What follows belongs to an exercise in optimizing a design on an open flow for small area; a production flow would make more cautious choices. The RTL was checked by simulation tests, not by an equivalence proof against the original design. Power figures rest on the tool's default switching activity, not on a simulated workload.

File: flow/config.mk
export PLATFORM = sky130hd
export DESIGN_NAME = debug_uart_top
export DESIGN_NICKNAME = debug_uart_top
export VERILOG_FILES = /design/flow/design.v
export SDC_FILE = /design/flow/constraint.sdc
export NUM_CORES = 4
export LEC_CHECK = 0
export CAP_MARGIN = 20
export CORE_MARGIN = 2
export CORE_UTILIZATION = 60
export CTS_BUF_LIST = sky130_fd_sc_hd__clkbuf_16
export CTS_CLUSTER_DIAMETER = 150
export CTS_CLUSTER_SIZE = 25
export SLEW_MARGIN = 20
export SYNTH_HIERARCHICAL = 1
File: flow/constraint.sdc
create_clock -name core_clock -period 10.0 [get_ports {clk}]
set_input_delay 2.0000 -clock core_clock [delete_from_list [all_inputs] [get_ports {clk}]]
set_output_delay 2.0000 -clock core_clock [all_outputs]
set_load 0.01 [all_outputs]
File: flow/design.v
`default_nettype none
package uart_pkg;
	localparam int uart_data_bits = 8;
	localparam int uart_stop_bits = 1;
endpackage
`default_nettype wire
`default_nettype none
package dbg_cmd_pkg;
	localparam logic [7:0] cmd_halt_cpu          = 8'h00;
	localparam logic [7:0] cmd_resume_cpu        = 8'h01;
	localparam logic [7:0] cmd_write_byte        = 8'h02;
	localparam logic [7:0] cmd_read_byte         = 8'h03;
	localparam logic [7:0] cmd_reset_cpu         = 8'h04;
	localparam logic [7:0] cmd_ping              = 8'h05;
	localparam logic [7:0] cmd_hold_cpu_reset    = 8'h06;
	localparam logic [7:0] cmd_release_cpu_reset = 8'h07;
	localparam logic [7:0] ack_byte = 8'h00;
	localparam int reset_pulse_bits = 9;
	localparam int addr_width = 16;
endpackage
`default_nettype wire
`default_nettype none
module ram_bit (
	input wire clk,
	input wire wl,
	input wire wa,
	input wire xd,
	output logic q
);
	always_ff @(posedge clk)
		q <= (wa | xd) & (wl | q);
endmodule
module ram_aoi222 (
	input wire a1,
	input wire a2,
	input wire b1,
	input wire b2,
	input wire c1,
	input wire c2,
	output wire y
);
	assign y = ~((a1 & a2) | (b1 & b2) | (c1 & c2));
endmodule
module ram_nand2 (
	input wire a,
	input wire b,
	output wire y
);
	assign y = ~(a & b);
endmodule
module ram_word (
	input wire clk,
	input wire rown,
	input wire rwn,
	input wire coln,
	input wire [7:0] xd,
	output wire sel,
	output wire [7:0] q
);
	wire wl;
	assign sel = ~(rown | coln);
	assign wl = ~(rwn | coln);
	genvar b;
	generate
		for (b = 0; b < 8; b = b + 1) begin : g_bit
			ram_bit u_bit (
				.clk(clk),
				.wl(wl),
				.wa(coln),
				.xd(xd[b]),
				.q(q[b])
			);
		end
	endgenerate
endmodule
module target_ram (
	input wire clk,
	input wire we,
	input wire re,
	input wire [7:0] addr,
	input wire [7:0] wdata,
	output logic [7:0] rdata
);
	logic [15:0] row;
	logic [15:0] col;
	wire [255:0] sel;
	wire [7:0] xd [0:15];
	wire [7:0] q [0:255];
	assign row = 16'b1 << addr[7:4];
	assign col = 16'b1 << addr[3:0];
	wire [15:0] rw;
	wire [7:0] wdn;
	assign rw = row & {16{we}};
	assign wdn = ~wdata;
	genvar gi, gb, gk;
	generate
		for (gi = 0; gi < 128; gi = gi + 1) begin : g_xd
			ram_nand2 u_xd (.a(rw[gi / 8]), .b(wdn[gi % 8]), .y(xd[gi / 8][gi % 8]));
		end
		for (gi = 0; gi < 256; gi = gi + 1) begin : g_word
			ram_word u_word (
				.clk(clk),
				.rown(~row[gi / 16]),
				.rwn(~(row[gi / 16] & we)),
				.coln(~col[gi % 16]),
				.xd(xd[gi / 16]),
				.sel(sel[gi]),
				.q(q[gi])
			);
		end
		for (gb = 0; gb < 8; gb = gb + 1) begin : g_rd
			wire [85:0] y;
			wire [0:0] t2;
			for (gk = 0; gk < 85; gk = gk + 1) begin : g_aoi
				ram_aoi222 u_aoi (
					.a1(sel[3 * gk]), .a2(q[3 * gk][gb]),
					.b1(sel[3 * gk + 1]), .b2(q[3 * gk + 1][gb]),
					.c1(sel[3 * gk + 2]), .c2(q[3 * gk + 2][gb]),
					.y(y[gk])
				);
			end
			assign y[85] = ~(sel[255] & q[255][gb]);
			assign t2[0] = &y;
			always_ff @(posedge clk) begin
				if (re)
					rdata[gb] <= ~t2[0];
			end
		end
	endgenerate
endmodule
`default_nettype wire
`default_nettype none
module debug_uart_top #(
	parameter int clks_per_bit = 8
) (
	input wire clk,
	input wire rst,
	input wire uart_rx,
	output wire uart_tx,
	input wire [dbg_cmd_pkg::addr_width-1:0] cpu_addr,
	input wire [7:0] cpu_wdata,
	input wire cpu_we,
	input wire cpu_re,
	output wire [7:0] cpu_rdata,
	output wire cpu_halt,
	output wire cpu_rst,
	input wire cpu_is_halted,
	output wire bus_grant
);
	localparam int cnt_w = $clog2(clks_per_bit);
	localparam logic [cnt_w-1:0] bit_last = cnt_w'(clks_per_bit - 1);
	localparam logic [cnt_w-1:0] half_last = cnt_w'(clks_per_bit / 2 - 1);
	localparam logic [1:0] rx_idle  = 2'd0;
	localparam logic [1:0] rx_start = 2'd1;
	localparam logic [1:0] rx_data_st = 2'd2;
	logic [1:0] rx_sync;
	logic rx_s;
	logic [1:0] rx_state;
	logic [cnt_w-1:0] rx_cnt;
	logic [2:0] rx_idx;
	logic [7:0] rx_data;
	logic rx_valid;
	assign rx_s = rx_sync[1];
	wire rx_bit_end = (rx_cnt == bit_last);
	wire rx_half = (rx_cnt == half_last);
	always_ff @(posedge clk or negedge rst) begin
		if (!rst) begin
			rx_sync <= 2'b11;
			rx_state <= rx_idle;
			rx_valid <= 1'b0;
		end else begin
			rx_sync <= {rx_sync[0], uart_rx};
			rx_valid <= 1'b0;
			case (rx_state)
				rx_idle: if (!rx_s) rx_state <= rx_start;
				rx_start: if (rx_half) rx_state <= rx_s ? rx_idle : rx_data_st;
				rx_data_st: begin
					if (rx_bit_end && rx_idx == 3'd7) begin
						rx_state <= 2'd3;
						rx_valid <= 1'b1;
					end
				end
				default: if (rx_bit_end && rx_s) rx_state <= rx_idle;
			endcase
		end
	end
	always_ff @(posedge clk) begin
		case (rx_state)
			rx_idle: rx_cnt <= '0;
			rx_start: begin
				rx_cnt <= rx_half ? '0 : rx_cnt + 1'b1;
				rx_idx <= '0;
			end
			rx_data_st: begin
				rx_cnt <= rx_cnt + 1'b1;
				if (rx_bit_end)
					rx_idx <= rx_idx + 1'b1;
			end
			default: if (!rx_bit_end) rx_cnt <= rx_cnt + 1'b1;
		endcase
	end
	always_ff @(posedge clk) begin
		if (rx_state == rx_data_st && rx_cnt == bit_last)
			rx_data <= {rx_s, rx_data[7:1]};
	end
	localparam logic [3:0] st_idle       = 4'd0;
	localparam logic [3:0] st_rd_hi      = 4'd1;
	localparam logic [3:0] st_rd_lo      = 4'd2;
	localparam logic [3:0] st_rd_wait    = 4'd3;
	localparam logic [3:0] st_rd_reply   = 4'd4;
	localparam logic [3:0] st_wr_hi      = 4'd5;
	localparam logic [3:0] st_wr_lo      = 4'd6;
	localparam logic [3:0] st_wr_data    = 4'd7;
	localparam logic [3:0] st_reset_hold = 4'd8;
	localparam logic [3:0] st_send_ack   = 4'd9;
	logic [3:0] state;
	logic [dbg_cmd_pkg::reset_pulse_bits-1:0] cnt;
	wire pulse_done;
	logic we_q;
	logic re_q;
	logic tx_start;
	logic halt_q;
	logic crst_q;
	logic [7:0] dbg_addr;
	logic tx_ready;
	logic tx_load;
	assign cpu_halt = halt_q;
	assign cpu_rst = crst_q;
	assign bus_grant = (halt_q && cpu_is_halted) || !crst_q;
	always_ff @(posedge clk or negedge rst) begin
		if (!rst) begin
			state <= st_idle;
			we_q <= 1'b0;
			re_q <= 1'b0;
			tx_start <= 1'b0;
			halt_q <= 1'b0;
			crst_q <= 1'b1;
		end else begin
			tx_start <= 1'b0;
			we_q <= 1'b0;
			re_q <= 1'b0;
			case (state)
				st_idle: begin
					if (rx_valid) begin
						case (rx_data)
							dbg_cmd_pkg::cmd_halt_cpu: begin
								halt_q <= 1'b1;
								state <= st_send_ack;
							end
							dbg_cmd_pkg::cmd_resume_cpu: begin
								halt_q <= 1'b0;
								state <= st_send_ack;
							end
							dbg_cmd_pkg::cmd_write_byte: state <= st_wr_hi;
							dbg_cmd_pkg::cmd_read_byte: state <= st_rd_hi;
							dbg_cmd_pkg::cmd_reset_cpu: begin
								crst_q <= 1'b0;
								state <= st_reset_hold;
							end
							dbg_cmd_pkg::cmd_ping: state <= st_send_ack;
							dbg_cmd_pkg::cmd_hold_cpu_reset: begin
								crst_q <= 1'b0;
								state <= st_send_ack;
							end
							dbg_cmd_pkg::cmd_release_cpu_reset: begin
								crst_q <= 1'b1;
								state <= st_send_ack;
							end
							default: begin
								halt_q <= 1'b0;
								crst_q <= 1'b1;
							end
						endcase
					end
				end
				st_rd_hi: if (rx_valid) state <= st_rd_lo;
				st_rd_lo: begin
					if (rx_valid) begin
						re_q <= 1'b1;
						state <= st_rd_wait;
					end
				end
				st_rd_wait: state <= st_rd_reply;
				st_rd_reply: begin
					if (tx_ready) begin
						tx_start <= 1'b1;
						state <= st_idle;
					end
				end
				st_wr_hi: if (rx_valid) state <= st_wr_lo;
				st_wr_lo: if (rx_valid) state <= st_wr_data;
				st_wr_data: begin
					if (rx_valid) begin
						we_q <= 1'b1;
						state <= st_send_ack;
					end
				end
				st_reset_hold: begin
					if (pulse_done) begin
						crst_q <= 1'b1;
						state <= st_send_ack;
					end
				end
				st_send_ack: begin
					if (tx_ready) begin
						tx_start <= 1'b1;
						state <= st_idle;
					end
				end
				default: begin
					state <= st_idle;
					halt_q <= 1'b0;
					crst_q <= 1'b1;
				end
			endcase
		end
	end
	always_ff @(posedge clk) begin
		if (state == st_idle)
			cnt <= '0;
		else
			cnt <= {cnt[7:0], ~(cnt[8] ^ cnt[4])};
	end
	assign pulse_done = (cnt == 9'h19f);
	always_ff @(posedge clk) begin
		if (rx_valid && (state == st_rd_lo || state == st_wr_lo))
			dbg_addr <= rx_data;
	end
	wire [7:0] ram_addr;
	wire [7:0] ram_wdata;
	wire ram_we;
	wire ram_re;
	wire [7:0] ram_rdata;
	assign ram_addr = bus_grant ? dbg_addr : cpu_addr[7:0];
	assign ram_wdata = bus_grant ? rx_data : cpu_wdata;
	assign ram_we = bus_grant ? we_q : cpu_we;
	assign ram_re = bus_grant ? re_q : cpu_re;
	assign cpu_rdata = ram_rdata;
	target_ram target_ram_inst (
		.clk(clk),
		.we(ram_we),
		.re(ram_re),
		.addr(ram_addr),
		.wdata(ram_wdata),
		.rdata(ram_rdata)
	);
	localparam logic [1:0] tx_idle  = 2'd0;
	localparam logic [1:0] tx_st_start = 2'd1;
	localparam logic [1:0] tx_st_data  = 2'd2;
	logic [1:0] tx_state;
	logic [cnt_w-1:0] tx_cnt;
	logic [2:0] tx_idx;
	logic [7:0] tx_shreg;
	logic tx_out;
	assign uart_tx = tx_out;
	assign tx_ready = (tx_state == tx_idle);
	assign tx_load = (state == st_rd_reply || state == st_send_ack) && tx_ready;
	wire tx_bit_end = (tx_cnt == bit_last);
	always_ff @(posedge clk or negedge rst) begin
		if (!rst) begin
			tx_state <= tx_idle;
			tx_out <= 1'b1;
		end else begin
			case (tx_state)
				tx_idle: begin
					if (tx_start) begin
						tx_state <= tx_st_start;
						tx_out <= 1'b0;
					end
				end
				tx_st_start: begin
					if (tx_bit_end) begin
						tx_state <= tx_st_data;
						tx_out <= tx_shreg[0];
					end
				end
				tx_st_data: begin
					if (tx_bit_end) begin
						if (tx_idx == 3'd7) begin
							tx_state <= 2'd3;
							tx_out <= 1'b1;
						end else begin
							tx_out <= tx_shreg[1];
						end
					end
				end
				default: if (tx_bit_end) tx_state <= tx_idle;
			endcase
		end
	end
	always_ff @(posedge clk) begin
		if (tx_state == tx_idle)
			tx_cnt <= '0;
		else
			tx_cnt <= tx_cnt + 1'b1;
		if (tx_state != tx_st_data)
			tx_idx <= '0;
		else if (tx_bit_end)
			tx_idx <= tx_idx + 1'b1;
	end
	always_ff @(posedge clk) begin
		if (tx_load)
			tx_shreg <= (state == st_rd_reply) ? ram_rdata : dbg_cmd_pkg::ack_byte;
		else if (tx_state == tx_st_data && tx_cnt == bit_last)
			tx_shreg <= {1'b0, tx_shreg[7:1]};
	end
endmodule
`default_nettype wire
File: flow/flow/run.sh
#!/bin/bash
# The standard layout (standard.sh, standard synthesis included) with two
# settings changed through ORFS's own variables:
#  - the port buffers that global placement inserts use the smallest buffer,
#    sky130_fd_sc_hd__buf_1 (every input and output port is still buffered);
#  - clock tree synthesis uses clkbuf_16 with sink clusters of at most 25
#    flip-flops within 150 um, and inserts no dummy loads.
# Every tool's full output is in ORFS's logs under orfs/logs; make's output
# is in standard.log in this folder.
set -euo pipefail
export BUFFER_PORTS_ARGS="-buffer_cell sky130_fd_sc_hd__buf_1"
export CTS_ARGS="-sink_clustering_enable -repair_clock_nets -sink_clustering_size 25 -sink_clustering_max_diameter 150 -buf_list sky130_fd_sc_hd__clkbuf_16 -dont_use_dummy_load"
bash standard.sh > standard.log 2>&1
File: flow/standard.sh
#!/bin/bash
# synth_recipe.tcl (not shown) runs the flow's synth.tcl, then flattens the netlist and writes it again
# the make line also repeats each setting of config.mk as NAME=value (left out here)
make -C /OpenROAD-flow-scripts/flow DESIGN_CONFIG=/design/flow/config.mk WORK_HOME=/design/flow/orfs CLKGATE_MAP_FILE= SYNTH_SCRIPT=/design/flow/synth_recipe.tcl "${@:-finish}"
==> results of run 1 <==
## power breakdown
part	switching, mW	total (mW)	leakage (nW)	internal (mW)
Combinational	1.31	2.10	8.96	0.786
Clock	2.57	4.25	1.16	1.69
Sequential	0.504	9.87	17.2	9.37
## registers in the layout, indices dropped and copies added, names as in the netlist, 2 cells and up
register / count
dbg_addr: 8
rx_cnt: 3
target_ram_inst.rdata: 8
cnt: 9
tx_state: 2
tx_cnt: 3
state: 4
rx_data: 8
rx_idx: 3
tx_shreg: 8
target_ram_inst.g_word.u_word.g_bit.u_bit.q: 2048
tx_idx: 3
rx_sync: 2
rx_state: 2
## worst paths after layout
check / cells after the start / slack [ns] / from / endpoint
max in group asynchronous: 2 / 8.34 / rst / rx_sync[0]$_DFF_PN1_
worst max-delay path: 11 / 2.63 / cpu_is_halted / target_ram_inst.rdata[5]$_DFFE_PP_
worst min-delay path: 0 / 0.36 / rx_sync[0]$_DFF_PN1_ / rx_sync[1]$_DFF_PN1_
worst max register to register: 10 / 3.49 / crst_q$_DFFE_PN1P_ / target_ram_inst.rdata[5]$_DFFE_PP_
worst min register to register: 0 / 0.36 / rx_sync[0]$_DFF_PN1_ / rx_sync[1]$_DFF_PN1_
min in group asynchronous: 1 / 1.16 / rst / re_q$_DFF_PN0_
## per-layer routing
| layer | vias to the layer above | wire (um) | GRT usage (%) |
|---|---|---|---|
| li1 | 26150 | - | - |
| met1 | 30100 | 99020 | 52.19 |
| met3 | 493 | 23610 | 6.212 |
| met4 | 12 | 11080 | 15.22 |
| met5 | - | 75 | 0 |
| met2 | 3219 | 105400 | 54.91 |
## Yosys stat by module (local to each module, per instance)
module | cells inside | area, um2
ram_nand2 | 1 | 3.754
target_ram | 332 | 2135
ram_word | 2 | 7.507
ram_aoi222 | 1 | 10.01
ram_bit | 2 | 28.78
debug_uart_top | 248 | 2917
## final cells by class
cell class              count  area (um2)
diodes                      3       7.507
clock buffers              94        2352
fillers                  9765       42810
inverters                  36       135.1
multi-input cells        3827       30280
flip-flops and latches   2118       42870
well taps                1625        2033
repair buffers            120       905.9
## synthesized netlist by cell type, drive strengths merged (14+ instances only)
cell / instances
dfxtp: 2063
o22a: 2048
a222oi: 680
nor2: 533
nand2: 187
nand4: 170
edfxtp: 38
inv: 36
nor4: 25
nor2b: 23
mux2: 21
or4: 18
o21ai: 17
nand3: 15
ha: 14
## cell families after synthesis
family	synth area share [%]
compound gates	34.31
xor+xnor	0.02394
fa+ha+maj	0.2393
buf+inv	0.2718
flops	58.57
mux	0.3915
simple gates	6.196
## stage by stage
step | total power [mW] | utilization [%]
after floorplan | 11.22 | -
after global placement | 12.01 | 62.78
after detailed placement | 12.10 | 62.78
after CTS | 16.22 | 64.72
after global routing | 16.77 | 64.73
final | 16.22 | 64.73
## worst max-delay path, delay by kind of cell
kind / cells / cell delay [ns]
AOI/OAI and AO/OA: 3 / 2.41
muxes: 1 / 0.65
and+or+nand+nor: 6 / 2.62
buffers and inverters: 1 / 0.09
==> metrics.log, run 1 <==
INFO  metric cp.arrival = roughly 7.8 ns
INFO  metric crit_path_cell_trace = buf_1 -> a21boi_2 -> mux2_2 -> nor2_1 -> nand2_1 -> nor2_1 -> a222oi_1 -> nand4_1 -> or4_1 -> a2111oi_2 -> nand4_1
INFO  metric final_cell_area = roughly 79000 um2
INFO  metric chipWidth = around 350 um
INFO  metric crit_type = in2reg
INFO  metric wl_per_cell = roughly 31 um
INFO  metric final_hold_viol_count = 0
INFO  metric antenna_found_initial = 11
INFO  metric yosysWarningCount = 9
INFO  metric cts_tree = built
INFO  metric setup_violations = 0
INFO  metric post-route-min-period = between 7 and 8 ns
INFO  metric clockRootBuffer = clkbuf_16
INFO  metric place_congestion = 0.8882
INFO  metric most_frequent_standard_cell_in_the_layout_excluding_fill_and_tap_cells = dfxtp_1
INFO  metric min_period_over_period = between 70 and 80%
INFO  metric worst_setup_path_end_kind = flop
INFO  metric rsz0062_at_grt = no
INFO  metric post-dp-hpwl = roughly 160000 um
INFO  metric timing.setup.tns = 0 ns
INFO  metric crit_slowest_cell = a2111oi_2
INFO  metric io_pins = 42
INFO  metric critical_path_peak_fanout = 20
INFO  metric cp-start-kind = input port
INFO  metric starting_utilization_of_the_core_area = between 60% and 70%
INFO  metric finalMaxSlewViolations = 0
INFO  metric max-cap-violations = 0
INFO  metric wirelength = 239200 um
INFO  metric ir_drop = roughly 0.19 mV
INFO  metric fmaxAchievable = 135.7 MHz
INFO  metric netlist.top_cell.by_area = dfxtp_1
INFO  metric run_status = no timing/DRC/antenna violations
INFO  metric post_cts_hold_buffer_count = 0
INFO  metric power_density_relative_to_cell_area = 206.4 nW/um2
INFO  metric syn_nets = about 6000
INFO  metric hold_ws = 0.3620 ns
INFO  metric die_height = 353.3 um
INFO  metric final.setup.worst_slack = approximately 2.6 ns
INFO  metric syn_avg_cell_area = approximately 12 um2
INFO  metric maxSlewHeadroom = 27.42%
INFO  metric area_growth_syn_to_layout = 7.359%
INFO  metric grt_max_degree = 76
INFO  metric cts_made_buffers = 94
INFO  metric cts.sink_count = ~2100
INFO  metric post_placement_cell_area = 76210 um2
INFO  metric die_area = approximately 120000 um2
INFO  metric number_of_vias_per_cell_after_detailed_routing = 7.666
INFO  metric postSynth.topFlopCell = dfxtp_1
INFO  metric synth.top_cells.by_area = dfxtp_1 56%, o22a_1 25%, a222oi_1 9.3%, nor2_1 2.7%, edfxtp_1 1.6%
INFO  metric synth-seq-cells = 2118
INFO  metric async_flop_share = less than 1%
INFO  metric clk_latency = approximately 0.73 ns
INFO  metric yosysSeqAreaShare = 58.57%
INFO  metric postCtsSetupBuffers = 0
INFO  metric clk_pin_slew_worst_paths = 0.09 ns
INFO  metric placement.io_buffers = 33
INFO  metric syn_inst = between 5000 and 6000
INFO  metric clock_skew = between 0.03 and 0.04 ns
INFO  metric hp-class = reg2reg
INFO  metric cts-root-to-sink-buffers = 3
INFO  metric stdcell_count = between 7000 and 8000
INFO  metric max_h_tree_level = 3
INFO  metric post_synth_instance_area = about 73000 um2
INFO  metric post-synth-top-area-fraction = 56.42%
INFO  metric drt-pass1-iter-count = 9
INFO  metric first_pass_grt_wire_length = approximately 350000 um
INFO  metric netlist_cell_types = 52
INFO  metric finalNetCount = 6241
INFO  metric core-area = approximately 120000 um2
INFO  metric final_layout_size_suffix_gt1_share = under 10%
INFO  metric first_global_vias = around 55000
INFO  metric placed_cells = between 7000 and 8000
INFO  metric route.vias.total = about 60000
INFO  metric place_worst_setup_slack = ~2.2 ns
INFO  metric grt_usage = 36.53%
INFO  metric commonest_non_fill_non_tap_cells_in_the_layout = 2063 x dfxtp_1, 2048 x o22a_1, 680 x a222oi_1
INFO  metric cellLeakagePower = around 27 nW
INFO  metric tightestPinTransition = about 1.1 ns
INFO  metric cts_resized = 0
INFO  metric rows = around 130
INFO  metric synth-edff-count = 38
INFO  metric dr.first_iter.drc_count = 10140
INFO  metric slowest_delay = 1.00 ns
INFO  metric drt.antenna.violating_nets = 0
INFO  metric required = between 10 and 15 ns
INFO  metric grt.overflow.total = 0
INFO  metric route.detailed.drc = 0
==> inputs of run 2 (changes only) <==
==> flow/flow/run.sh (replaced) <==
#!/bin/bash
# The standard layout (standard.sh, standard synthesis included) with two
# settings changed through ORFS's own variables:
#  - the port buffers that global placement inserts use the smallest buffer,
#    sky130_fd_sc_hd__buf_1 (every input and output port is still buffered);
#  - clock tree synthesis uses clkbuf_8 with sink clusters of at most 16
#    flip-flops within 100 um, and inserts no dummy loads.
# Every tool's full output is in ORFS's logs under orfs/logs; make's output
# is in standard.log in this folder.
set -euo pipefail
export BUFFER_PORTS_ARGS="-buffer_cell sky130_fd_sc_hd__buf_1"
export CTS_ARGS="-sink_clustering_enable -repair_clock_nets -sink_clustering_size 16 -sink_clustering_max_diameter 100 -buf_list sky130_fd_sc_hd__clkbuf_8 -dont_use_dummy_load"
bash standard.sh > standard.log 2>&1
--- a/flow/config.mk
+++ b/flow/config.mk
@@ -10,5 +10,2 @@
 export CORE_UTILIZATION = 60
-export CTS_BUF_LIST = sky130_fd_sc_hd__clkbuf_16
-export CTS_CLUSTER_DIAMETER = 150
-export CTS_CLUSTER_SIZE = 25
 export SLEW_MARGIN = 20
==> run 2 against run 1 <==
  * Critical endpoint unchanged
  * Die area stayed put
  * First-iteration DRC count down 0.61%
  * Final area down 0.36%
  * Still clean
  * Setup slack better by 0.17 ns
  * Power down 1.8%
  * Worst hold slack lost 0.0019 ns
==> metrics.log, run 2 <==
INFO  metric run_status = no timing/DRC/antenna violations
INFO  metric power.share.clock = 24.9% (-1.3 points)
INFO  metric area_growth_syn_to_layout = 6.976%
INFO  metric netSwitchingFraction = 27.79% (+0.78 points)
INFO  metric syn_nets = 6040 (unchanged)
INFO  metric first_global_vias = 55790 (+0.88%)
INFO  metric setup.worst_path.start = cpu_is_halted
INFO  metric commonest_non_fill_non_tap_cells_in_the_layout = 2063 x dfxtp_1, 2048 x o22a_1, 680 x a222oi_1
INFO  metric synth.top_cells.by_area = dfxtp_1 56%, o22a_1 25%, a222oi_1 9.3%, nor2_1 2.7%, edfxtp_1 1.6%
INFO  metric die_area = 124800 um2 (unchanged)
INFO  metric power_frac_seq = 62.0% (+1.1 points)
INFO  metric final_layout_size_suffix_gt1_share = 4.528% (+0.85 points)
INFO  metric cp-start-kind = input port
INFO  metric synth_most_common_cell = dfxtp_1
INFO  metric finalMaxSlewViolations = 0 (unchanged)
INFO  metric finalNetCount = 6296 (+0.88%)
INFO  metric wirelength = 240500 um (+0.53%)
INFO  metric r2r_end = target_ram_inst.rdata[5]$_DFFE_PP_
INFO  metric place_congestion = 0.8882 (unchanged)
INFO  metric chipWidth = 353.3 um (unchanged)
INFO  metric power_density_relative_to_cell_area = 203.5 nW/um2 (-1.4%)
INFO  metric placement.io_buffers = 33 (unchanged)
INFO  metric hp-class = reg2reg
INFO  metric grt.overflow.total = 0 (unchanged)
INFO  metric maxSlewHeadroom = 28.45% (+1.0 points)
INFO  metric antenna_found_initial = 7 (-4)
INFO  metric cts_tree = built
INFO  metric drt-pass1-iter-count = 9 (unchanged)
INFO  metric worstReg2RegStart = crst_q$_DFFE_PN1P_
INFO  metric fmaxAchievable = 138.9 MHz (+2.4%)
INFO  metric die_height = 353.3 um (unchanged)
INFO  metric clock_skew = 0.06415 ns (+0.02901 ns)
INFO  metric regToRegSetupSlack = 3.45 ns (-0.04 ns)
INFO  metric first_pass_grt_wire_length = 355400 um (+0.39%)
INFO  metric drt.antenna.violating_nets = 0 (unchanged)
INFO  metric slowest_delay = 0.97 ns (-0.03 ns)
INFO  metric clockRootBuffer = clkbuf_8
INFO  metric post_placement_cell_area = 76210 um2 (unchanged)
INFO  metric post-synth-top-area-fraction = 56.42% (unchanged)
INFO  metric dr.first_iter.drc_count = 10070 (-0.61%)
INFO  metric p_comb_share = 13.2% (+0.3 points)
INFO  metric cp.arrival = 7.83 ns (+0.04 ns)
INFO  metric crit_path_cell_trace = buf_1 -> a21boi_2 -> mux2_2 -> nor2_1 -> nand2_1 -> nor2_1 -> a222oi_1 -> nand4_1 -> or4_1 -> a2111oi_2 -> nand4_1
INFO  metric timing.setup.tns = 0 ns (unchanged)
INFO  metric max_h_tree_level = 4 (+1)
INFO  metric number_of_vias_per_cell_after_detailed_routing = 7.659 (about the same)
INFO  metric ir_drop = 0.1769 mV (-5.8%)
INFO  metric rsz0062_at_grt = no
INFO  metric final_hold_viol_count = 0 (unchanged)
INFO  metric grt_max_degree = 76 (unchanged)
INFO  metric io_pins = 42 (unchanged)
INFO  metric setup_violations = 0 (unchanged)
INFO  metric min_period_over_period = 71.98% (-1.7 points)
INFO  metric post-route-min-period = 7.198 ns (-0.1704 ns)
INFO  metric required = 10.63 ns (+0.21 ns)
INFO  metric power = 15.94 mW (-1.8%)
INFO  metric postSynth.topFlopCell = dfxtp_1
INFO  metric async_flop_share = 0.8026% (unchanged)
INFO  metric final_cell_area = 78300 um2 (-0.36%)
INFO  metric clk_latency = 0.95 ns (+0.22 ns)
INFO  metric p_sw = 4.428 mW (+1.1%)
INFO  metric netlist.top_cell.by_area = dfxtp_1
INFO  metric post_cts_hold_buffer_count = 0 (unchanged)
INFO  metric crit_type = in2reg
INFO  metric netlist_cell_types = 52 (unchanged)
INFO  metric post-route-util = 64.50% (-0.23 points)
INFO  metric route.detailed.drc = 0 (unchanged)
INFO  metric critical_path_peak_fanout = 20 (unchanged)
INFO  metric max-cap-violations = 0 (unchanged)
INFO  metric core-area = 121400 um2 (unchanged)
INFO  metric synth-seq-cells = 2118 (unchanged)
INFO  metric yosysWarningCount = 9 (unchanged)
INFO  metric starting_utilization_of_the_core_area = 60.30% (unchanged)
INFO  metric post-dp-hpwl = 155500 um (unchanged)
INFO  metric most_frequent_standard_cell_in_the_layout_excluding_fill_and_tap_cells = dfxtp_1
INFO  metric wl_per_cell = 30.51 um (-0.22%)
INFO  metric worst_setup_path_end_kind = flop
INFO  metric route.vias.total = 60370 (+0.66%)
INFO  metric power_report.internal_total = 11.51 mW (-2.8%)
INFO  metric grt_usage = 36.84% (+0.31 points)
INFO  metric syn_inst = 5996 (unchanged)
INFO  metric largest_reg_flops = 2048 (unchanged)
INFO  metric syn_avg_cell_area = 12.21 um2 (unchanged)
INFO  metric rows = 128 (unchanged)
INFO  metric yosysSeqAreaShare = 58.57% (unchanged)
INFO  metric clk_pin_slew_worst_paths = 0.10 ns (about the same)
INFO  metric cts_resized = 0 (unchanged)
INFO  metric cts_made_buffers = 150 (+60%)
INFO  metric cts-root-to-sink-buffers = 3 (unchanged)
INFO  metric crit_slowest_cell = a2111oi_2
INFO  metric cts.sink_count = 2118 (unchanged)
INFO  metric synth-edff-count = 38 (unchanged)
INFO  metric worst_setup_path_endpoint = target_ram_inst.rdata[5]$_DFFE_PP_
INFO  metric register_bank_with_the_most_flops = target_ram_inst.g_word.u_word.g_bit.u_bit.q
INFO  metric synth.cells.most_frequent = 2063 x dfxtp_1, 2048 x o22a_1, 680 x a222oi_1
INFO  metric r2r_cells = 10 (unchanged)
INFO  metric cellLeakagePower = 27.27 nW (-0.30%)
INFO  metric layout_top_registers = target_ram_inst.g_word.u_word.g_bit.u_bit.q: 2048 flops, cnt: 9 flops
INFO  metric tightestPinTransition = 1.070 ns (-0.01666 ns)
INFO  metric postCtsSetupBuffers = 0 (unchanged)
INFO  metric post_synth_instance_area = 73200 um2 (unchanged)
-- run 2: worst min path at each step --
stage                     cells after the start                   end                  from  slack, ns
after global routing                          0  rx_sync[1]$_DFF_PN1_  rx_sync[0]$_DFF_PN1_       0.37
after CTS                                     0  rx_sync[1]$_DFF_PN1_  rx_sync[0]$_DFF_PN1_       0.36
final                                         0  rx_sync[1]$_DFF_PN1_  rx_sync[0]$_DFF_PN1_       0.36
after global placement                        0  rx_sync[1]$_DFF_PN1_  rx_sync[0]$_DFF_PN1_       0.35
after detailed placement                      0  rx_sync[1]$_DFF_PN1_  rx_sync[0]$_DFF_PN1_       0.35
after floorplan                               0  rx_sync[1]$_DFF_PN1_  rx_sync[0]$_DFF_PN1_       0.35
-- run 2: worst max-delay path: cells and delay by family --
kind | cells | cell delay, ns
buffers and inverters | 1 | 0.09
muxes | 1 | 0.63
and+or+nand+nor | 6 | 2.65
AOI/OAI and AO/OA | 3 | 2.43
-- run 2: power groups by stage --
stage	clock network, mW	registers (mW)	logic (mW)
4_1_cts	4.00	9.85	2.06
5_1_grt	4.30	9.97	2.23
3_5_place_dp	0	10.0	2.05
2_1_floorplan	0	9.89	1.33
6_report	3.96	9.88	2.10
3_3_place_gp	0	10.0	1.99
-- run 2: routing by layer --
layer / vias to the layer above / routed length, um / track usage, %
li1: 26210 / - / -
met1: 30430 / 99960 / 52.17
met2: 3241 / 106400 / 55.35
met3: 489 / 24000 / 7.028
met4: 6 / 10050 / 15.32
met5: - / 39 / 0
-- run 2: through the flow --
stage / setup WS (ns) / std cells / hold WS (ns)
2_1_floorplan: 1.548 / 5996 / 0.3452
3_3_place_gp: 2.256 / 7725 / 0.3461
3_5_place_dp: 2.242 / 7725 / 0.3482
4_1_cts: 3.244 / 7875 / 0.3635
5_1_grt: 2.849 / 7876 / 0.3671
6_report: 2.802 / 7882 / 0.3601
-- run 2: final cells by class --
| class | instances | area (um2) |
|---|---|---|
| diodes | 7 | 17.52 |
| clock buffers | 150 | 2064 |
| fillers | 9833 | 43090 |
| inverters | 36 | 135.1 |
| multi-input cells | 3827 | 30290 |
| flip-flops and latches | 2118 | 42870 |
| well taps | 1625 | 2033 |
| repair buffers | 119 | 894.6 |
-- run 2: per-module statistics from Yosys, one instance, submodules excluded --
module,times used,flip-flops and latches,area [um2]
debug_uart_top,1,62,2917
target_ram,1,8,2135
ram_bit,2048,1,28.78
ram_aoi222,680,0,10.01
ram_word,256,0,7.507
ram_nand2,128,0,3.754
-- run 2: cells by family (layout without fill, tap and decap cells) --
family	Yosys count	after routing	synth area share [%]
AO/OA/AOI/OAI	2780	2780	34.31
flip-flops	2118	2118	58.57
AND/OR/NAND/NOR	1005	1005	6.196
buffers and inverters	51	305	0.2718
multiplexers	26	26	0.3915
adder cells (fa/ha/maj)	14	14	0.2393
XOR/XNOR	2	2	0.02394
other	0	7	0
==> inputs of run 3 (changes only) <==
--- a/flow/design.v
+++ b/flow/design.v
@@ -223,3 +223,5 @@
 	logic crst_q;
-	logic [7:0] dbg_addr;
+	wire [7:0] dbg_addr;
+	logic [7:0] tx_shreg;
+	wire addr_load;
 	logic tx_ready;
@@ -324,6 +326,4 @@
 	assign pulse_done = (cnt == 9'h19f);
-	always_ff @(posedge clk) begin
-		if (rx_valid && (state == st_rd_lo || state == st_wr_lo))
-			dbg_addr <= rx_data;
-	end
+	assign addr_load = rx_valid && (state == st_rd_lo || state == st_wr_lo);
+	assign dbg_addr = tx_shreg;
 	wire [7:0] ram_addr;
@@ -352,3 +352,2 @@
 	logic [2:0] tx_idx;
-	logic [7:0] tx_shreg;
 	logic tx_out;
@@ -403,2 +402,4 @@
 			tx_shreg <= (state == st_rd_reply) ? ram_rdata : dbg_cmd_pkg::ack_byte;
+		else if (addr_load)
+			tx_shreg <= rx_data;
 		else if (tx_state == tx_st_data && tx_cnt == bit_last)
==> run 3 against run 2 <==
  * Still clean on timing, DRC and antenna
  * Critical path type unchanged
  * First-iteration DRC count grew 5.2%
  * Largest power group unchanged
  * Die area fell by 0.21%
  * Sequential power is 5% higher
==> metrics.log, run 3 <==
INFO  metric run_status = no timing/DRC/antenna violations
INFO  metric grt.overflow.total = 0 (unchanged)
INFO  metric min_period_over_period = 66.45% (-5.5 points)
INFO  metric post-synth-top-area-fraction = 56.55% (+0.12 points)
INFO  metric rsz0062_at_grt = no
INFO  metric post_cts_hold_buffer_count = 0 (unchanged)
INFO  metric final_layout_size_suffix_gt1_share = 4.682% (+0.15 points)
INFO  metric synth-edff-count = 30 (-21%)
INFO  metric antenna_found_initial = 4 (-3)
INFO  metric post-route-min-period = 6.645 ns (-0.5534 ns)
INFO  metric cellLeakagePower = 27.23 nW (-0.15%)
INFO  metric post-route-util = 64.47% (about the same)
INFO  metric cts_made_buffers = 149 (-0.67%)
INFO  metric placement.io_buffers = 33 (unchanged)
INFO  metric crit_path_cell_trace = buf_1 -> a21boi_2 -> buf_4 -> mux2_2 -> nor2b_1 -> nand2_4 -> buf_4 -> nor2_1 -> a222oi_1 -> nand4_1 -> or4_1 -> nor4_1 -> nand4_1
INFO  metric path_buf_inv = 3 (+2)
INFO  metric wirelength = 242700 um (+0.93%)
INFO  metric async_flop_share = 0.8057% (+0.0030 points)
INFO  metric synth.cells.most_frequent = 2063 x dfxtp_1, 2048 x o22a_1, 680 x a222oi_1
INFO  metric commonest_non_fill_non_tap_cells_in_the_layout = 2063 x dfxtp_1, 2048 x o22a_1, 680 x a222oi_1
INFO  metric first_pass_grt_wire_length = 358300 um (+0.83%)
INFO  metric critical_path_peak_fanout = 50 (+150%)
INFO  metric drt-pass1-iter-count = 10 (+1)
INFO  metric dr.first_iter.drc_count = 10600 (+5.2%)
INFO  metric cts-root-to-sink-buffers = 3 (unchanged)
INFO  metric route.vias.total = 60840 (+0.79%)
INFO  metric max-cap-violations = 0 (unchanged)
INFO  metric crit_type = in2reg
INFO  metric starting_utilization_of_the_core_area = 60.24% (about the same)
INFO  metric fmaxAchievable = 150.5 MHz (+8.3%)
INFO  metric setup_violations = 0 (unchanged)
INFO  metric number_of_vias_per_cell_after_detailed_routing = 7.715 (+0.74%)
INFO  metric clk_pin_slew_worst_paths = 0.10 ns (about the same)
INFO  metric core-area = 121200 um2 (-0.13%)
INFO  metric rows = 128 (unchanged)
INFO  metric first_global_vias = 56320 (+0.96%)
INFO  metric largest_reg_flops = 2048 (unchanged)
INFO  metric netlist_cell_types = 51 (-1.9%)
INFO  metric finalNetCount = 6304 (+0.13%)
INFO  metric hp-class = reg2reg
INFO  metric required = 10.62 ns (about the same)
INFO  metric yosysWarningCount = 9 (unchanged)
INFO  metric timing.setup.tns = 0 ns (unchanged)
INFO  metric die_area = 124500 um2 (-0.21%)
INFO  metric cts_resized = 0 (unchanged)
INFO  metric grt_usage = 37.22% (+0.38 points)
INFO  metric critical_path.top_delay_family = simple AND/OR/NAND/NOR gates
INFO  metric synth-seq-cells = 2110 (-0.38%)
INFO  metric cp-start-kind = input port
INFO  metric synth_most_common_cell = dfxtp_1
INFO  metric chipWidth = 352.9 um (-0.11%)
INFO  metric layout_top_registers = target_ram_inst.g_word.u_word.g_bit.u_bit.q: 2048 flops, cnt: 9 flops
INFO  metric max_h_tree_level = 4 (unchanged)
INFO  metric cts.sink_count = 2110 (-0.38%)
INFO  metric final_hold_viol_count = 0 (unchanged)
INFO  metric place_congestion = 0.9076 (+2.2%)
INFO  metric area_growth_syn_to_layout = 7.015% (about the same)
INFO  metric route.detailed.drc = 0 (unchanged)
INFO  metric drt.antenna.violating_nets = 0 (unchanged)
INFO  metric clk_latency = 0.95 ns (about the same)
INFO  metric cp.arrival = 7.26 ns (-0.57 ns)
INFO  metric postSynth.topFlopCell = dfxtp_1
INFO  metric cts_tree = built
INFO  metric syn_inst = 5999 (+0.050%)
INFO  metric syn_nets = 6043 (+0.050%)
INFO  metric yosysSeqAreaShare = 58.37% (-0.20 points)
INFO  metric grt_max_degree = 72 (-5.3%)
INFO  metric synth.top_cells.by_area = dfxtp_1 57%, o22a_1 25%, a222oi_1 9.3%, nor2_1 2.7%, nand4_1 1.5%
INFO  metric worst_setup_path_end_kind = flop
INFO  metric register_bank_with_the_most_flops = target_ram_inst.g_word.u_word.g_bit.u_bit.q
INFO  metric post_synth_instance_area = 73040 um2 (-0.22%)
INFO  metric wl_per_cell = 30.78 um (+0.88%)
INFO  metric die_height = 352.9 um (-0.11%)
INFO  metric regToRegSetupSlack = 3.94 ns (+0.49 ns)
INFO  metric maxSlewHeadroom = 22.73% (-5.7 points)
INFO  metric power_density_relative_to_cell_area = 203.8 nW/um2 (+0.13%)
INFO  metric clock_skew = 0.05247 ns (-0.01167 ns)
INFO  metric post-dp-hpwl = 159400 um (+2.5%)
INFO  metric tightestPinTransition = 1.148 ns (+0.07845 ns)
INFO  metric io_pins = 42 (unchanged)
INFO  metric syn_avg_cell_area = 12.17 um2 (-0.27%)
INFO  metric hold_ws = 0.3672 ns (+0.007102 ns)
INFO  metric most_frequent_standard_cell_in_the_layout_excluding_fill_and_tap_cells = dfxtp_1
INFO  metric finalMaxSlewViolations = 0 (unchanged)
INFO  metric ir_drop = 0.1692 mV (-4.4%)
INFO  metric postCtsSetupBuffers = 0 (unchanged)
INFO  metric netlist.top_cell.by_area = dfxtp_1
INFO  metric crit_slowest_cell = nor4_1
INFO  metric clockRootBuffer = clkbuf_8
INFO  metric slowest_delay = 0.91 ns (-0.06 ns)
## run 3: cell types whose count changed after synthesis, sizes merged, moves of 2 or more
| cell | delta |
|---|---|
| o211ai | -2 |
| o21ai | +6 |
| nor2 | +3 |
| nand2b | -3 |
| mux2i | +7 |
| nor3 | +3 |
| nand2 | +3 |
| nor2b | -2 |
| edfxtp | -8 |
| a22o | -6 |
| a211o | +3 |
| a21oi | +2 |
## run 3: report_power, final
part	total [mW]	internal (mW)	leakage (nW)	switching [mW]
clock network	3.92	1.34	1.07	2.58
logic	1.65	0.903	8.94	0.744
registers	10.4	9.65	17.2	0.703
total	15.9	11.9	27.2	4.03
## run 3: area by class of cell
type	count	area, um2
fill	9724	43080
clock buffer	149	2051
multi-input combinational	3837	30370
antenna	3	7.507
inverter	37	138.9
timing repair buffer	125	932.1
sequential	2110	42630
tap	1625	2033
## run 3: worst register-to-register path, cell delays in order (launching register included)
cell and delay [ns]:
dfstp_2 0.55, a21boi_2 0.14, buf_4 0.27, mux2_2 0.49, nor2b_1 0.30, nand2_4 0.66, buf_4 0.60, nor2_1 0.30
a222oi_1 0.56, nand4_1 0.23, or4_1 0.44, nor4_1 0.91, nand4_1 0.30
## run 3: final timing paths
kind | start | endpoint | cells after the start
hold / removal | rx_sync[0]$_DFF_PN1_ | rx_sync[1]$_DFF_PN1_ | 0
hold reg to reg | rx_sync[0]$_DFF_PN1_ | rx_sync[1]$_DFF_PN1_ | 0
min in group asynchronous | rst | state[3]$_DFFE_PN0P_ | 1
setup reg to reg | crst_q$_DFFE_PN1P_ | target_ram_inst.rdata[5]$_DFFE_PP_ | 12
setup / recovery | cpu_is_halted | target_ram_inst.rdata[5]$_DFFE_PP_ | 13
max in group asynchronous | rst | tx_out$_DFFE_PN1P_ | 1
## run 3: per-module statistics from Yosys (local to each module, per instance)
module	cells inside	copies in the design	area (um2)	flip-flops and latches
target_ram	332	1	2135	8
ram_nand2	1	128	3.754	0
ram_word	2	256	7.507	0
ram_bit	2	2048	28.78	1
debug_uart_top	251	1	2756	54
ram_aoi222	1	680	10.01	0
## run 3: through the flow
stage               area [um2]  worst slack (ns)  power [mW]  instances
finish                   78160             3.355       15.93       7886
global route             78160             3.380       16.55       7884
CTS                      78140             3.605       15.94       7883
detailed placement       76090             2.587       12.15       7734
global placement         76070             2.662       12.03       7733
floorplan                73040             1.548       11.57       5999
## run 3: cells by family after synthesis
group           count (synthesis)  share of synthesized area [%]
fa+ha+maj                      14                         0.2398
flops                        2110                          58.37
xor+xnor                        2                        0.02399
simple gates                 1007                          6.210
compound gates               2782                          34.39
mux                            32                         0.4728
buf+inv                        52                         0.2946
## run 3: metal layers
layer | GRT usage [%] | up-vias | wire length, um
li1 | - | 26230 | -
met4 | 16.32 | 2 | 10830
met5 | 0 | - | 13
met2 | 56.05 | 3377 | 106500
met1 | 51.36 | 30700 | 100000
met3 | 8.486 | 534 | 25340
==> inputs of run 4 (changes only) <==
--- a/flow/flow/run.sh
+++ b/flow/flow/run.sh
@@ -5,3 +5,3 @@
 #    sky130_fd_sc_hd__buf_1 (every input and output port is still buffered);
-#  - clock tree synthesis uses clkbuf_8 with sink clusters of at most 16
+#  - clock tree synthesis uses clkbuf_8 with sink clusters of at most 17
 #    flip-flops within 100 um, and inserts no dummy loads.
@@ -11,3 +11,3 @@
 export BUFFER_PORTS_ARGS="-buffer_cell sky130_fd_sc_hd__buf_1"
-export CTS_ARGS="-sink_clustering_enable -repair_clock_nets -sink_clustering_size 16 -sink_clustering_max_diameter 100 -buf_list sky130_fd_sc_hd__clkbuf_8 -dont_use_dummy_load"
+export CTS_ARGS="-sink_clustering_enable -repair_clock_nets -sink_clustering_size 17 -sink_clustering_max_diameter 100 -buf_list sky130_fd_sc_hd__clkbuf_8 -dont_use_dummy_load"
 bash standard.sh > standard.log 2>&1
==> run 4 against run 3 <==
  * Wire length is 0.19% lower
  * Clock-buffer cell count is 7 lower
  * Critical path type unchanged
  * Still clean
  * Largest power group unchanged
  * Combinational power hardly changed
  * Register-to-register slack worse by 0.10 ns
  * Clock skew hardly changed
  * Power is 0.44% lower
  * Sequential share of layout area is 0.071 points higher
  * Critical path depth stayed put
==> metrics.log, run 4 <==
INFO  metric run_status = no timing/DRC/antenna violations
INFO  metric finalNetCount = 6297 (-0.11%)
INFO  metric hp-class = reg2reg
INFO  metric maxSlewHeadroom = 20.25% (-2.5 points)
INFO  metric die_height = 352.9 um (unchanged)
INFO  metric critical_path.top_delay_family = simple AND/OR/NAND/NOR gates
INFO  metric wl_per_cell = 30.75 um (about the same)
INFO  metric power = 15.86 mW (-0.44%)
INFO  metric rsz0062_at_grt = no
INFO  metric post_cts_hold_buffer_count = 0 (unchanged)
INFO  metric worst_setup_path_end_kind = flop
INFO  metric post-route-min-period = 6.750 ns (+0.1056 ns)
INFO  metric netSwitchingFraction = 25.36% (+0.045 points)
INFO  metric first_global_vias = 56110 (-0.38%)
INFO  metric register_bank_with_the_most_flops = target_ram_inst.g_word.u_word.g_bit.u_bit.q
INFO  metric crit_path_cell_trace = buf_1 -> a21boi_2 -> buf_4 -> mux2_2 -> nor2b_1 -> nand2_4 -> buf_4 -> nor2_1 -> a222oi_1 -> nand4_1 -> or4_1 -> nor4_1 -> nand4_1
INFO  metric timing.setup.tns = 0 ns (unchanged)
INFO  metric placement.io_buffers = 33 (unchanged)
INFO  metric power_frac_seq = 65.3% (+0.3 points)
INFO  metric power.share.clock = 24.3% (-0.3 points)
INFO  metric final_layout_size_suffix_gt1_share = 4.575% (-0.11 points)
INFO  metric cp.arrival = 7.33 ns (+0.07 ns)
INFO  metric ff_latch_area = 42630 um2 (unchanged)
INFO  metric tightestPinTransition = 1.185 ns (+0.03684 ns)
INFO  metric critical_path_peak_fanout = 50 (unchanged)
INFO  metric finalMaxSlewViolations = 0 (unchanged)
INFO  metric dr.first_iter.drc_count = 10500 (-0.91%)
INFO  metric first_pass_grt_wire_length = 357800 um (-0.14%)
INFO  metric postSynth.topFlopCell = dfxtp_1
INFO  metric cts.sink_count = 2110 (unchanged)
INFO  metric post-dp-hpwl = 159400 um (unchanged)
INFO  metric post_synth_instance_area = 73040 um2 (unchanged)
INFO  metric cp-start-kind = input port
INFO  metric p_sw = 4.021 mW (-0.26%)
INFO  metric route.vias.total = 60470 (-0.62%)
INFO  metric netlist_cell_types = 51 (unchanged)
INFO  metric io_pins = 42 (unchanged)
INFO  metric ir_drop = 0.1674 mV (-1.1%)
INFO  metric regToRegSetupSlack = 3.84 ns (-0.10 ns)
INFO  metric slowest_delay = 0.96 ns (+0.05 ns)
INFO  metric clock_skew = 0.05227 ns (-0.0001975 ns)
INFO  metric route.detailed.drc = 0 (unchanged)
INFO  metric commonest_non_fill_non_tap_cells_in_the_layout = 2063 x dfxtp_1, 2048 x o22a_1, 680 x a222oi_1
INFO  metric crit_slowest_cell = nor4_1
INFO  metric cts_resized = 0 (unchanged)
INFO  metric power_report.internal_total = 11.84 mW (-0.50%)
INFO  metric path_buf_inv = 3 (unchanged)
INFO  metric die_area = 124500 um2 (unchanged)
INFO  metric clk_latency = 0.91 ns (-0.04 ns)
INFO  metric r2r_end = target_ram_inst.rdata[5]$_DFFE_PP_
INFO  metric num-fill-cells = 9720 (-0.041%)
INFO  metric chipWidth = 352.9 um (unchanged)
INFO  metric syn_inst = 5999 (unchanged)
INFO  metric drt-pass1-iter-count = 10 (unchanged)
INFO  metric fmaxAchievable = 148.1 MHz (-1.6%)
INFO  metric grt_max_degree = 72 (unchanged)
INFO  metric worst_setup_path_endpoint = target_ram_inst.rdata[5]$_DFFE_PP_
INFO  metric rows = 128 (unchanged)
INFO  metric min_period_over_period = 67.50% (+1.1 points)
INFO  metric core-area = 121200 um2 (unchanged)
INFO  metric crit_type = in2reg
INFO  metric place_congestion = 0.9076 (unchanged)
INFO  metric p_comb_share = 10.4% (about the same)
INFO  metric synth-edff-count = 30 (unchanged)
INFO  metric yosysSeqAreaShare = 58.37% (unchanged)
INFO  metric cts-root-to-sink-buffers = 3 (unchanged)
INFO  metric largest_reg_flops = 2048 (unchanged)
INFO  metric cp.depth = 13 (unchanged)
INFO  metric cts_tree = built
INFO  metric whs_path_depth = 0 (unchanged)
INFO  metric synth_most_common_cell = dfxtp_1
INFO  metric yosysWarningCount = 9 (unchanged)
INFO  metric async_flop_share = 0.8057% (unchanged)
INFO  metric max_h_tree_level = 4 (unchanged)
INFO  metric syn_avg_cell_area = 12.17 um2 (unchanged)
INFO  metric r2r_cells = 12 (unchanged)
INFO  metric synth.cells.most_frequent = 2063 x dfxtp_1, 2048 x o22a_1, 680 x a222oi_1
INFO  metric grt.overflow.total = 0 (unchanged)
INFO  metric postCtsSetupBuffers = 0 (unchanged)
INFO  metric power_density_relative_to_cell_area = 203.1 nW/um2 (-0.31%)
INFO  metric worstReg2RegStart = crst_q$_DFFE_PN1P_
INFO  metric syn_nets = 6043 (unchanged)
INFO  metric placed_cells = 7734 (unchanged)
INFO  metric cts_made_buffers = 142 (-4.7%)
INFO  metric drt.antenna.violating_nets = 0 (unchanged)
INFO  metric wirelength = 242200 um (-0.19%)
INFO  metric synth-seq-cells = 2110 (unchanged)
INFO  metric netlist.top_cell.by_area = dfxtp_1
INFO  metric final_hold_viol_count = 0 (unchanged)
INFO  metric clk_pin_slew_worst_paths = 0.10 ns (about the same)
INFO  metric most_frequent_standard_cell_in_the_layout_excluding_fill_and_tap_cells = dfxtp_1
INFO  metric synth.top_cells.by_area = dfxtp_1 57%, o22a_1 25%, a222oi_1 9.3%, nor2_1 2.7%, nand4_1 1.5%
INFO  metric setup_violations = 0 (unchanged)
INFO  metric number_of_vias_per_cell_after_detailed_routing = 7.676 (-0.51%)
INFO  metric stdcell_count = 7877 (-0.11%)
INFO  metric starting_utilization_of_the_core_area = 60.24% (unchanged)
INFO  metric setup.worst_path.start = cpu_is_halted
INFO  metric max-cap-violations = 0 (unchanged)
INFO  metric required = 10.58 ns (-0.04 ns)
INFO  metric antenna_found_initial = 3 (-1)
INFO  metric cellLeakagePower = 27.18 nW (-0.18%)
INFO  metric clockRootBuffer = clkbuf_8
INFO  metric grt_usage = 37.19% (about the same)
INFO  metric area_growth_syn_to_layout = 6.876%
INFO  metric layout_top_registers = target_ram_inst.g_word.u_word.g_bit.u_bit.q: 2048 flops, cnt: 9 flops
INFO  metric multi_input_area = 30370 um2 (unchanged)
INFO  metric post-synth-top-area-fraction = 56.55% (unchanged)
## run 4: logic make-up (layout without fill, tap and decap cells)
logic type | Yosys count | count (layout) | share of synthesized area (%)
adders and majority gates | 14 | 14 | 0.2398
buffers and inverters | 52 | 304 | 0.2946
other | 0 | 1 | 0
and+or+nand+nor | 1007 | 1007 | 6.210
muxes | 32 | 32 | 0.4728
DFF | 2110 | 2110 | 58.37
xor gates and xnor gates | 2 | 2 | 0.02399
AOI/OAI and AO/OA | 2782 | 2782 | 34.39
## run 4: worst min-delay path by stage
stage                                     from                    to  slack [ns]
final                     rx_sync[0]$_DFF_PN1_  rx_sync[1]$_DFF_PN1_        0.37
after detailed placement  rx_sync[0]$_DFF_PN1_  rx_sync[1]$_DFF_PN1_        0.35
after floorplan           rx_sync[0]$_DFF_PN1_  rx_sync[1]$_DFF_PN1_        0.35
after CTS                 rx_sync[0]$_DFF_PN1_  rx_sync[1]$_DFF_PN1_        0.37
after global placement    rx_sync[0]$_DFF_PN1_  rx_sync[1]$_DFF_PN1_        0.35
after global routing      rx_sync[0]$_DFF_PN1_  rx_sync[1]$_DFF_PN1_        0.37
## run 4: area by class of cell
type	count	area share [%]
diodes	1	0.003206
multi-input cells	3837	38.90
flip-flops and latches	2110	54.61
well taps	1625	2.605
repair buffers	125	1.194
inverters	37	0.1779
clock buffers	142	2.504
## run 4: per-module statistics from Yosys, one instance, submodules excluded
| module | times used | cells inside | flops+latches |
|---|---|---|---|
| ram_bit | 2048 | 2 | 1 |
| ram_nand2 | 128 | 1 | 0 |
| target_ram | 1 | 332 | 8 |
| ram_aoi222 | 680 | 1 | 0 |
| ram_word | 256 | 2 | 0 |
| debug_uart_top | 1 | 251 | 54 |
## run 4: per-layer routing
metal	track usage [%]	routed length, um
met1	51.36	99500
met2	55.93	106100
met3	8.444	26070
met4	16.44	10600
met5	0	0
## run 4: power groups by stage
| stage | Combinational, mW | Sequential [mW] | Clock (mW) |
|---|---|---|---|
| after floorplan | 1.28 | 10.3 | 0 |
| after global placement | 1.56 | 10.5 | 0 |
| after detailed placement | 1.63 | 10.5 | 0 |
| after CTS | 1.64 | 10.3 | 3.91 |
| after global routing | 1.79 | 10.5 | 4.20 |
| final | 1.65 | 10.4 | 3.86 |
## run 4: metrics by stage
step           instance area, um2  util (%)  hold slack, ns  setup slack [ns]
2_1_floorplan               73040         -          0.3452             1.548
3_3_place_gp                76070     62.74          0.3505             2.662
3_5_place_dp                76090     62.76          0.3528             2.587
4_1_cts                     78050     64.38          0.3707             3.590
5_1_grt                     78060     64.39          0.3734             3.363
6_report                    78060     64.39          0.3689             3.250

what the ideal ports hide:
The results above use ideal ports. As a check the final layouts listed here were re-extracted and re-timed, cells and wires unchanged. Step 1 assumes that a clkbuf_16 drives the clock port and a buf_2 every other input. Step 2, shift: input delay + t, output delay - t, t = (earliest + latest rising clock arrival at the registers) / 2. This alone moves slack from input paths to output paths. Slacks: ideal ports / drivers / drivers and shift; pairs: ideal ports / drivers.
run | t, ns | setup WS [ns] | hold slack, ns | worst setup path after step 2 | worst register clock-pin slew, ns
run 1 | 0.797 | 2.631 / 2.695 / 1.898 | 0.362 / 0.362 / 0.362 | input to register | 0.10 / 0.10
run 2 | 0.984 | 2.802 / 2.851 / 1.866 | 0.360 / 0.360 / 0.360 | input to register | 0.11 / 0.11
run 3 | 0.998 | 3.355 / 3.398 / 2.400 | 0.367 / 0.367 / 0.367 | input to register | 0.11 / 0.11
run 4 | 0.976 | 3.250 / 3.292 / 2.317 | 0.369 / 0.369 / 0.369 | input to register | 0.11 / 0.11
After both steps setup and hold are still met in every run listed. For run 3, which loses most, drivers alone change the setup slack by +0.043 ns; drivers and shift together by -0.955 ns.
